This design comes from an exercise in tuning for small area, a short achievable clock period and few clock cycles per item on the open sky130 flow, not from production work. The RTL was checked by simulation tests, not by an equivalence proof against the original design. The clock port is modelled as an ideal driver; clocking choices that lean on that would not hold on a real chip. Power figures rest on the tool's default switching activity, not on a simulated workload.

===== design.v =====
package imem_pkg;
  localparam int INSTR_W = 32;
  localparam logic [INSTR_W-1:0] IMEM_NOP_WORD = 32'h0000_0013;
  typedef enum logic {
    IMEM_INIT = 1'b0,
    IMEM_RUN  = 1'b1
  } imem_state_e;
  typedef enum logic [1:0] {
    FAULT_NONE       = 2'd0,
    FAULT_MISALIGNED = 2'd1,
    FAULT_RANGE      = 2'd2
  } fault_reason_e;
  function automatic logic [1:0] fetch_fault_reason(input logic [31:0] pc,
                                                     input int          aw);
    if (pc[1:0] != 2'b00) begin
      fetch_fault_reason = imem_pkg::FAULT_MISALIGNED;
    end else if ((pc >> (aw + 2)) != 32'd0) begin
      fetch_fault_reason = imem_pkg::FAULT_RANGE;
    end else begin
      fetch_fault_reason = imem_pkg::FAULT_NONE;
    end
  endfunction
endpackage
module imem_ao8 (
  input  logic [7:0] d,
  input  logic [7:0] sel,
  output logic       y
);
  assign y = |(d & sel);
endmodule
module imem_rd_bit (
  input  logic [63:0] d,
  input  logic [7:0]  sel_lo,
  input  logic [7:0]  sel_hi,
  output logic        y
);
  logic [7:0] u;    
  for (genvar g = 0; g < 8; g++) begin : g_grp
    imem_ao8 u_g (.d(d[8*g +: 8]), .sel(sel_lo), .y(u[g]));
  end
  imem_ao8 u_y (.d(u), .sel(sel_hi), .y(y));
endmodule
module imem_ram
#(
  parameter  int DEPTH = 64,
  parameter  logic [imem_pkg::INSTR_W-1:0] FILL_WORD = imem_pkg::IMEM_NOP_WORD,
  parameter  int NLO   = 8,
  localparam int AW    = $clog2(DEPTH)
) (
  input  logic               clk,
  input  logic               fill,
  input  logic               we,
  input  logic [AW-1:0]      waddr,
  input  logic [imem_pkg::INSTR_W-1:0] wdata,
  input  logic [8*NLO-1:0]   sel_lo,
  input  logic [7:0]         sel_hi,
  output logic [imem_pkg::INSTR_W-1:0] rdata
);
  logic [imem_pkg::INSTR_W-1:0] mem [DEPTH];
  logic [imem_pkg::INSTR_W-1:0] wdata_eff;
  logic [DEPTH-1:0]             wen;
  assign wdata_eff = fill ? FILL_WORD : wdata;
  always_comb begin
    for (int w = 0; w < DEPTH; w++) begin
      wen[w] = fill || (we && waddr == AW'(w));
    end
  end
  always_ff @(posedge clk) begin
    for (int w = 0; w < DEPTH; w++) begin
      if (wen[w]) begin
        mem[w] <= wdata_eff;
      end
    end
  end
  for (genvar b = 0; b < imem_pkg::INSTR_W; b++) begin : g_rd
    logic [DEPTH-1:0] col;
    for (genvar w = 0; w < DEPTH; w++) begin : g_col
      assign col[w] = mem[w][b];
    end
    imem_rd_bit u_bit (
      .d      (col),
      .sel_lo (sel_lo[8*(b/(imem_pkg::INSTR_W/NLO)) +: 8]),
      .sel_hi (sel_hi),
      .y      (rdata[b])
    );
  end
endmodule
module imem_oreg
#(
  parameter int W = 33
) (
  input  logic         clk,
  input  logic [W-1:0] d,
  output logic [W-1:0] q
);
  always_ff @(posedge clk) begin
    q <= d;
  end
endmodule
module imem_and3 (
  input  logic [2:0] a,
  output logic       y
);
  assign y = &a;
endmodule
module imem_dec3 (
  input  logic [2:0] a,
  output logic [7:0] y
);
  for (genvar i = 0; i < 8; i++) begin : g_out
    imem_and3 u_and (
      .a ({i[2] ? a[2] : !a[2], i[1] ? a[1] : !a[1], i[0] ? a[0] : !a[0]}),
      .y (y[i])
    );
  end
endmodule
module instr_mem_fetch
#(
  parameter  int                 DEPTH    = 64,
  parameter  logic [imem_pkg::INSTR_W-1:0] NOP_WORD = imem_pkg::IMEM_NOP_WORD,
  localparam int                 AW       = $clog2(DEPTH),
  localparam int                 NLO      = 8
) (
  input  logic               clk,
  input  logic               reset,
  output logic               init_done,
  input  logic               load_en,
  input  logic [AW-1:0]      load_addr,
  input  logic [imem_pkg::INSTR_W-1:0] load_data,
  input  logic               fetch_req_valid,
  output logic               fetch_req_ready,
  input  logic [31:0]        fetch_pc,
  output logic               fetch_rsp_valid,
  input  logic               fetch_rsp_ready,
  output logic [imem_pkg::INSTR_W-1:0] fetch_instr,
  output logic               fetch_fault
);
  localparam int RW = imem_pkg::INSTR_W + 1;    
  logic                         ready_q;
  logic                         rd_v, rd_f;
  logic [imem_pkg::INSTR_W-1:0] rd_d;
  logic [2:0]                   q_v;
  logic [RW-1:0]                q_d [3];
  logic [RW-1:0]                out_q;
  logic [1:0]                   flags_q;
  logic [imem_pkg::INSTR_W-1:0] ram_rdata;
  logic                         req_fault;
  logic [RW-1:0]                rd_rsp;
  logic                         accept, pop;
  logic [2:0]                   q_v_next;
  logic [RW-1:0]                q_d_next [3];
  logic                         ready_next;
  assign req_fault = (imem_pkg::fetch_fault_reason(fetch_pc, AW) != imem_pkg::FAULT_NONE);
  logic [8*NLO-1:0] sel_lo;
  logic [7:0]       sel_hi;
  for (genvar c = 0; c < NLO; c++) begin : g_dec_lo
    imem_dec3 u_dec (.a(fetch_pc[4:2]), .y(sel_lo[8*c +: 8]));
  end
  imem_dec3 u_dec_hi (.a(fetch_pc[7:5]), .y(sel_hi));
  imem_ram #(
    .DEPTH     (DEPTH),
    .FILL_WORD (NOP_WORD),
    .NLO       (NLO)
  ) u_ram (
    .clk    (clk),
    .fill   (reset),
    .we     (load_en),
    .waddr  (load_addr),
    .wdata  (load_data),
    .sel_lo (sel_lo),
    .sel_hi (sel_hi),
    .rdata  (ram_rdata)
  );
  assign accept = fetch_req_valid && ready_q;
  assign pop    = q_v[0] && fetch_rsp_ready;
  assign rd_rsp = {rd_f, rd_f ? NOP_WORD : rd_d};
  always_comb begin
    logic [2:0] v;
    v = pop ? {1'b0, q_v[2:1]} : q_v;
    for (int i = 0; i < 3; i++) begin
      q_d_next[i] = (pop && i < 2) ? q_d[i+1] : q_d[i];
    end
    for (int i = 0; i < 3; i++) begin
      if (rd_v && !v[i] && (i == 0 || v[i-1])) begin
        q_d_next[i] = rd_rsp;
      end
    end
    q_v_next = {v[2] || (rd_v && v[1]), v[1] || (rd_v && v[0]), v[0] || rd_v};
  end
  assign ready_next = init_done && !q_v_next[2] && !(q_v_next[1] && accept);
  always_ff @(posedge clk) begin
    if (reset) begin
      init_done <= 1'b0;
      ready_q   <= 1'b0;
      rd_v      <= 1'b0;
      q_v       <= '0;
    end else begin
      init_done <= 1'b1;
      ready_q   <= ready_next;
      rd_v      <= accept;
      q_v       <= q_v_next;
    end
  end
  always_ff @(posedge clk) begin
    rd_d <= ram_rdata;
    rd_f <= req_fault;
    for (int i = 0; i < 3; i++) begin
      q_d[i] <= q_d_next[i];
    end
  end
  imem_oreg #(.W(RW)) u_oreg (
    .clk (clk),
    .d   (q_d_next[0]),
    .q   (out_q)
  );
  imem_oreg #(.W(2)) u_oflags (
    .clk (clk),
    .d   (reset ? 2'b00 : {q_v_next[0], ready_next}),
    .q   (flags_q)
  );
  assign fetch_req_ready = flags_q[0];
  assign fetch_rsp_valid = flags_q[1];
  assign fetch_fault     = out_q[imem_pkg::INSTR_W];
  assign fetch_instr     = out_q[imem_pkg::INSTR_W-1:0];
endmodule

===== flow/run.sh =====
#!/bin/bash
# Layout flow: the standard flow (standard.sh: the standard synthesis and
# the ORFS steps) with these changes to how the layout is made:
#   - the input and output ports get buf_4 buffers rather than the delay-cell
#     buffers ORFS picks by default;
#   - the resizer may swap a cell for one of another footprint at every step
#     (MATCH_CELL_FOOTPRINT=0);
#   - after CTS, post_cts.tcl upsizes the cells on the worst setup paths to
#     registers (gsize_reg.tcl), runs repair_timing once more and legalizes
#     the placement;
#   - after global routing, post_grt.tcl upsizes again (gsize.tcl) with
#     global-route parasitics and re-routes the changed nets incrementally.
# Everything else (synthesis, floorplan, power grid, taps, CTS, routing) is
# the standard flow's. Each step's full output goes to its own log file in
# orfs/logs; the make output goes to flow_make.log here.
set -euo pipefail
here="$(cd "$(dirname "$0")" && pwd)"
bash standard.sh \
  MATCH_CELL_FOOTPRINT=0 \
  "BUFFER_PORTS_ARGS=-buffer_cell sky130_fd_sc_hd__buf_4" \
  "POST_CTS_TCL=$here/post_cts.tcl" \
  "POST_GLOBAL_ROUTE_TCL=$here/post_grt.tcl" \
  finish > flow_make.log 2>&1

===== flow/gsize.tcl =====
# Greedy upsizing of the cells on the worst setup paths. Sourced as an ORFS
# step hook: each round takes the worst path and, for every cell driving a net
# on it, tries each larger drive strength of the same cell and keeps the one
# that most improves that path's endpoint slack, if any does. Flip-flops keep their cell type
# (only the drive strength changes); clock buffers are left alone. The
# placement is legalized again at the end.
proc gs_bigger {master} {
  if {![regexp {^(sky130_fd_sc_hd__[a-z0-9]+)_(\d+)$} $master -> base n]} { return {} }
  set res {}
  foreach c [get_lib_cells ${base}_*] {
    set nm [get_name $c]
    if {[regexp "^${base}_(\\d+)\$" $nm -> m] && $m > $n} { lappend res [list $m $nm] }
  }
  set out {}
  foreach r [lsort -integer -index 0 $res] { lappend out [lindex $r 1] }
  return $out
}

proc gs_ep_slack {ep} {
  set pe [lindex [find_timing_paths -path_delay max -to $ep -group_path_count 1] 0]
  return [get_property $pe slack]
}

proc gs_run {max_rounds {parasitics placement}} {
  estimate_parasitics -$parasitics
  set swaps 0
  set start [sta::worst_slack -max]
  for {set r 0} {$r < $max_rounds} {incr r} {
    set pe [lindex [find_timing_paths -path_delay max -group_path_count 1 -sort_by_slack] 0]
    set ep [get_property $pe endpoint]
    set best [get_property $pe slack]
    set improved 0
    foreach p [get_property $pe points] {
      set pin [get_property $p pin]
      if {[get_property $pin direction] ne "output"} continue
      if {[catch {set inst [get_cells -of_objects $pin]}] || $inst eq ""} continue
      set master [get_property $inst ref_name]
      if {[string match *clkbuf* $master] || [string match *clkinv* $master]} continue
      set keep $master
      foreach cand [gs_bigger $master] {
        replace_cell $inst $cand
        set s [gs_ep_slack $ep]
        if {$s > $best + 0.001} {
          set best $s
          set keep $cand
        }
      }
      if {$keep ne [get_property $inst ref_name]} {
        replace_cell $inst $keep
      }
      if {$keep ne $master} {
        set improved 1
        incr swaps
      }
    }
    if {!$improved} { break }
  }
  puts "gsize: $swaps swaps in $r rounds, worst slack [format %.3f $start] -> [format %.3f [sta::worst_slack -max]]"
}

===== flow/gsize_reg.tcl =====
# Greedy upsizing of the cells on the worst setup paths. Sourced as an ORFS
# step hook: each round takes the worst path and, for every cell driving a net
# on it, tries each larger drive strength of the same cell and keeps the one
# that most improves that path's endpoint slack, if any does; when no single
# cell helps, it tries neighbouring pairs of cells together. Flip-flops keep their cell type
# (only the drive strength changes); clock buffers are left alone. The
# placement is legalized again at the end.
proc gs_bigger {master} {
  if {![regexp {^(sky130_fd_sc_hd__[a-z0-9]+)_(\d+)$} $master -> base n]} { return {} }
  set res {}
  foreach c [get_lib_cells ${base}_*] {
    set nm [get_name $c]
    if {[regexp "^${base}_(\\d+)\$" $nm -> m] && $m > $n} { lappend res [list $m $nm] }
  }
  set out {}
  foreach r [lsort -integer -index 0 $res] { lappend out [lindex $r 1] }
  return $out
}

proc gs_ep_slack {ep} {
  set pe [lindex [find_timing_paths -path_delay max -to $ep -group_path_count 1] 0]
  return [get_property $pe slack]
}

proc gs_path_cells {pe} {
  set cells {}
  foreach p [get_property $pe points] {
    set pin [get_property $p pin]
    if {[get_property $pin direction] ne "output"} continue
    if {[catch {set inst [get_cells -of_objects $pin]}] || $inst eq ""} continue
    set master [get_property $inst ref_name]
    if {[string match *clkbuf* $master] || [string match *clkinv* $master]} continue
    lappend cells $inst
  }
  return $cells
}

# One cell at a time: the largest gain among its larger sizes.
proc gs_single {cells ep best_var} {
  upvar $best_var best
  set improved 0
  foreach inst $cells {
    set master [get_property $inst ref_name]
    set keep $master
    foreach cand [gs_bigger $master] {
      replace_cell $inst $cand
      set s [gs_ep_slack $ep]
      if {$s > $best + 0.001} {
        set best $s
        set keep $cand
      }
    }
    if {$keep ne [get_property $inst ref_name]} {
      replace_cell $inst $keep
    }
    if {$keep ne $master} { set improved 1 }
  }
  return $improved
}

# Two neighbouring cells together (a driver and the cell it drives), for when
# upsizing the second only helps once the first can drive its larger input.
proc gs_pairs {cells ep best_var} {
  upvar $best_var best
  set improved 0
  for {set i 0} {$i + 1 < [llength $cells]} {incr i} {
    set a [lindex $cells $i]
    set b [lindex $cells [expr {$i + 1}]]
    set ma [get_property $a ref_name]
    set mb [get_property $b ref_name]
    set keep [list $ma $mb]
    foreach ca [lrange [gs_bigger $ma] 0 1] {
      foreach cb [lrange [gs_bigger $mb] 0 1] {
        replace_cell $a $ca
        replace_cell $b $cb
        set s [gs_ep_slack $ep]
        if {$s > $best + 0.001} {
          set best $s
          set keep [list $ca $cb]
        }
      }
    }
    replace_cell $a [lindex $keep 0]
    replace_cell $b [lindex $keep 1]
    if {[lindex $keep 0] ne $ma || [lindex $keep 1] ne $mb} { set improved 1 }
  }
  return $improved
}

# Paths to register data pins only: the paths to the output ports end in a
# flip-flop and a port buffer that are already as fast as they get, so the
# worst of them bounds the slack and would stop the search early.
proc gs_run {max_rounds {parasitics placement}} {
  estimate_parasitics -$parasitics
  set start [sta::worst_slack -max]
  set regs [all_registers -data_pins]
  for {set r 0} {$r < $max_rounds} {incr r} {
    set pe [lindex [find_timing_paths -path_delay max -to $regs -group_path_count 1 -sort_by_slack] 0]
    set ep [get_property $pe endpoint]
    set best [get_property $pe slack]
    set cells [gs_path_cells $pe]
    if {[gs_single $cells $ep best]} { continue }
    if {![gs_pairs $cells $ep best]} { break }
  }
  set pe [lindex [find_timing_paths -path_delay max -to $regs -group_path_count 1 -sort_by_slack] 0]
  puts "gsize: $r rounds, worst slack [format %.3f $start] -> [format %.3f [sta::worst_slack -max]], to registers [format %.3f [get_property $pe slack]]"
}

===== flow/post_cts.tcl =====
# POST_CTS hook: greedy upsizing along the worst setup paths to registers
# (gsize_reg.tcl) and
# another pass of the resizer's repair_timing aimed past the current worst
# slack, then legalize the placement again; three rounds, since legalizing
# moves cells.
source [file join [file dirname [info script]] gsize_reg.tcl]
set_propagated_clock [all_clocks]
for {set i 0} {$i < 3} {incr i} {
  gs_run 400
  estimate_parasitics -placement
  repair_timing -setup -setup_margin 1.6 -repair_tns 0 -max_passes 200
  detailed_placement
  estimate_parasitics -placement
  puts "post_cts round $i: worst setup slack [format %.3f [sta::worst_slack -max]]"
}
check_placement -verbose
puts "post_cts: worst setup slack [format %.3f [sta::worst_slack -max]], worst hold slack [format %.3f [sta::worst_slack -min]]"

===== flow/post_grt.tcl =====
# POST_GLOBAL_ROUTE hook: greedy upsizing along the worst setup paths with
# global-route parasitics (gsize.tcl), legalizing and re-routing the changed
# nets incrementally; three rounds, since legalizing moves cells. Then the
# route guides are written again.
source [file join [file dirname [info script]] gsize.tcl]
set_propagated_clock [all_clocks]
for {set i 0} {$i < 3} {incr i} {
  global_route -start_incremental
  gs_run 400 global_routing
  detailed_placement
  global_route -end_incremental
  estimate_parasitics -global_routing
  puts "post_grt round $i: worst setup slack [format %.3f [sta::worst_slack -max]]"
}
check_placement -verbose
write_guides $::env(RESULTS_DIR)/route.guide
puts "post_grt: worst setup slack [format %.3f [sta::worst_slack -max]], worst hold slack [format %.3f [sta::worst_slack -min]]"

===== standard.sh =====
#!/bin/bash
# synth_recipe.tcl (not shown) runs the flow's synth.tcl, then flattens the netlist and writes it again
# the make line also repeats each setting of config.mk as NAME=value (left out here)
make -C /OpenROAD-flow-scripts/flow DESIGN_CONFIG=/design/flow/config.mk WORK_HOME=/design/flow/orfs CLKGATE_MAP_FILE= SYNTH_SCRIPT=/design/flow/synth_recipe.tcl "${@:-finish}"

===== config.mk =====
export PLATFORM = sky130hd
export DESIGN_NAME = instr_mem_fetch
export DESIGN_NICKNAME = instr_mem_fetch
export VERILOG_FILES = /design/flow/design.v
export SDC_FILE = /design/flow/constraint.sdc
export NUM_CORES = 4
export LEC_CHECK = 0
export CAP_MARGIN = 20
export CORE_MARGIN = 2
export CORE_UTILIZATION = 70
export CTS_CLUSTER_DIAMETER = 80
export CTS_CLUSTER_SIZE = 30
export SETUP_SLACK_MARGIN = 1.0
export SLEW_MARGIN = 20
export SYNTH_HIERARCHICAL = 1
export TNS_END_PERCENT = 0

===== constraint.sdc =====
create_clock -name core_clock -period 3.2 [get_ports {clk}]
set_input_delay 0.6400 -clock core_clock [delete_from_list [all_inputs] [get_ports {clk}]]
set_output_delay 0.6400 -clock core_clock [all_outputs]
set_load 0.01 [all_outputs]

==> run summary <==
-- worst max-delay path: stages --
cell     delay, ns
buf_16        0.21
buf_16        0.20
inv_8         0.04
and3_2        0.21
buf_4         0.24
a22oi_1       0.25
nand4_2       0.19
a22oi_4       0.31
nand4_4       0.12
-- modules after synthesis, one instance, submodules excluded, a selection --
| module | area, sq um | copies in the design |
|---|---|---|
| imem_and3 | 6.26 | 72 |
| imem_dec3 | 11.3 | 9 |
| imem_ao8 | 36.3 | 288 |
| instr_mem_fetch | 5250 | 1 |
-- cell type report --
cell class,instances,area share [%]
flip-flops and latches,2221,73.0
multi-input cells,1800,17.1
repair buffers,364,4.79
clock buffers,152,2.76
well taps,1500,2.09
inverters,29,0.196
clock inverters,3,0.0375
diodes,7,0.0195
-- cells in the mapped netlist, drive strengths merged (5+ instances only) --
cell type  instances  area share, %
a22oi           1153             11
inv               29           0.14
a21o              46           0.43
buf               16           0.19
clkbuf            16          0.076
nor2               5          0.024
edfxtp          2114             80
dfxtp            107            2.7
nor4               6          0.055
or2                7          0.058
mux2              99            1.5
nor2b             60           0.47
and3              74           0.58
o21bai            20           0.19
and4bb             6          0.094
nand4            290            2.3
-- power by group through the flow --
stage               clock network (mW)  logic [mW]  registers (mW)
global placement                     0        3.84            35.7
finish                            13.5        4.43            35.2
floorplan                            0        1.84            35.5
detailed placement                   0        3.92            35.8
-- worst min-delay path by stage --
stage	depth (start not counted)	end	from	slack, ns
2_1_floorplan	2	rd_v	ready_q	0.44
6_report	3	rd_f	fetch_pc[12]	0.12
3_5_place_dp	2	rd_v	ready_q	0.48
3_3_place_gp	2	rd_v	ready_q	0.47
-- registers in the layout (all words and copies together), names as in the netlist --
signal and flops:
u_oreg.q 33, q_d 99, rd_d 32, init_done 1, u_oflags.q 2, u_ram.mem 2048, rd_f 1, rd_v 1
ready_q 1, q_v 3
-- metrics by stage --
step	instance area [sq um]	setup slack, ns	cells
final	90000	1.30	6076
after detailed placement	85300	0.0997	5914
after global placement	85300	0.157	5914
after floorplan	79500	0.245	4082
-- cell families (layout without fill, tap and decap cells) --
group | after synthesis | count (layout) | share of synthesized area [%]
AO/OA/AOI/OAI | 1227 | 1227 | 11.6
buffers and inverters | 61 | 548 | 0.406
flip-flops | 2221 | 2221 | 82.6
multiplexers | 99 | 99 | 1.54
other | 0 | 7 | 0
AND/OR/NAND/NOR | 474 | 474 | 3.84
-- per-layer routing --
metal  vias up  global-route usage [%]  part of all wire (%)
li1      18500                       -                     -
met1     23100                    53.9                    35
met2      3744                    56.9                    46
met3       513                    10.8                    15
met4         5                    12.7                   3.8
met5         -                    1.02                 0.086
==> flow_summary_export.csv <==
group,metric,value,unit
run_status,status,"no timing/DRC/antenna violations",
clocking,clkTransAtPathRegs,0.11,ns
floorplan,die_h,341,um
synthesis,async_flop_share,0,%
grt,grt_max_degree,71,
critical_path,worstPathArrival,2.49,ns
timing,worst_pin_slew,1.13,ns
route,drt-total-wl,219,mm
synthesis,synth_nets,4157,
critical_path,crit_end,"rd_d[12]",
pwr,total_power,53.1,mW
route,vias,45800,
cells_and_area,num-fill-cells,5709,
critical_path,end_kind,"flip-flop",
synthesis,yosys_warnings,17,
cells_and_area,fin_util,80.0,%
critical_path,r2r_start,"q_v[0]",
timing,fmax,0.528,GHz
critical_path,r2r_cells,4,
pwr,seqPwrFrac,66.2,%
timing,tns,0,ns
synthesis,synth-edff-count,2114,
timing,timing.hold.ws,0.118,ns
floorplan,die_width,341,um
route,drc,0,
synthesis,syn_inst,4082,
pwr,p_leak,29.5,nW
cells_and_area,nets,4575,
timing,drv_slew,0,
floorplan,start_util,70.6,%
grt,antenna_found_initial,9,
timing,period_needed,1.90,ns
worst_hold_path,hp-class,"in -> reg",
cells_and_area,syn_to_final_growth,13.3,%
grt,grt_use_total,37.7,%
critical_path,timing_worst_setup_path_type,"in -> reg",
cells_and_area,seqCellArea,65700,sq um
synthesis,ys_types,42,
pwr,powerDensity,591,nW/um^2
cells_and_area,layout_common_cells,"edfxtp_1 (2114), a22oi_1 (1080), nand4_1 (231), buf_4 (226), buf_12 (92)",
cells_and_area,final_layout_size_suffix_gt1_share,19.9,%
grt,grt_first_pass_wirelength,309,mm
critical_path,cp-startpoint,"fetch_pc[4]",
floorplan,design.die.area,116000,sq um
critical_path,r2r_slack,1.47,ns
synthesis,avgSynthCellArea,19.5,sq um
placed_design,hpwlAfterDp,125,mm
synthesis,seq_area_frac_synth,82.6,%
pwr,power.switching,12.0,mW
floorplan,ios,111,
timing,hold_violations,0,
route,dr.first_iter.drc_count,7693,
timing,fin_crit_sh,59.2,%
pwr,peakVddDrop,0.000758,V
placed_design,gp_congestion,0.873,
pwr,sw_frac_of_total,22.5,%
synthesis,netlist_area,79400,sq um
route,drt-pass1-iter-count,8,
clocking,clk_latency,0.73,ns
critical_path,critPathRequiredTime,3.79,ns
critical_path,crit_path_max_fanout,26,
floorplan,core_area,112000,sq um
job,cap_violations,0,
route,antenna_left,0,
clocking,cts_sinks,2221,
route,drt-vias-per-instance,7.55,
floorplan,fp-row-count,123,
pwr,combPwrFrac,8.3,%
timing,setup_viol,0,
cells_and_area,multiInputGateArea,15400,sq um
clocking,cts_tree,"yes",
pwr,p_int,41.2,mW
pwr,p_clk_share,25.5,%
placed_design,port_buffers,110,
timing,skew,0.0208,ns
critical_path,worstReg2RegEnd,"q_d[0][14]",
route,wl_per_cell,36.0,um
timing,max_slew_margin,24.9,%
cells_and_area,final_common_cell,"edfxtp_1",
grt,overflow,0,
grt,grt_pass1_vias,43000,
synthesis,synth-seq-cells,2221,
synthesis,synth_ff_type,"edfxtp_1",
critical_path,timing.critical_path.from_type,"input pin",
Testbench counts, summed over its fixed seeds: cycles 18,356, fetches 16,000.

-- afterwards: timing with drivers on the ports --
How much do the figures lean on ideal ports? The routed layout below was timed once more, with nothing changed but the port constraints. Step 1, drivers: a clkbuf_16 drives clk and a buf_2 each remaining input, both assumed. Step 2 adds t to the input delays and takes it off the output delays; t is the mean of the earliest and latest rising clock arrival at the registers after step 1. Input paths then give back, and output paths get back, about the clock's delay inside the block. Three values: no drivers, after step 1, after step 2; two values: the first two.
t, ns: 0.797
slack for setup (ns): 1.305 / 1.284 / 0.487
worst register clock-pin slew, ns: 0.11 / 0.11
cell pins on the clock port's net: 1
After both steps setup and hold are still met in this run. For this run, drivers alone change the setup slack by -0.021 ns; drivers and shift together by -0.818 ns.
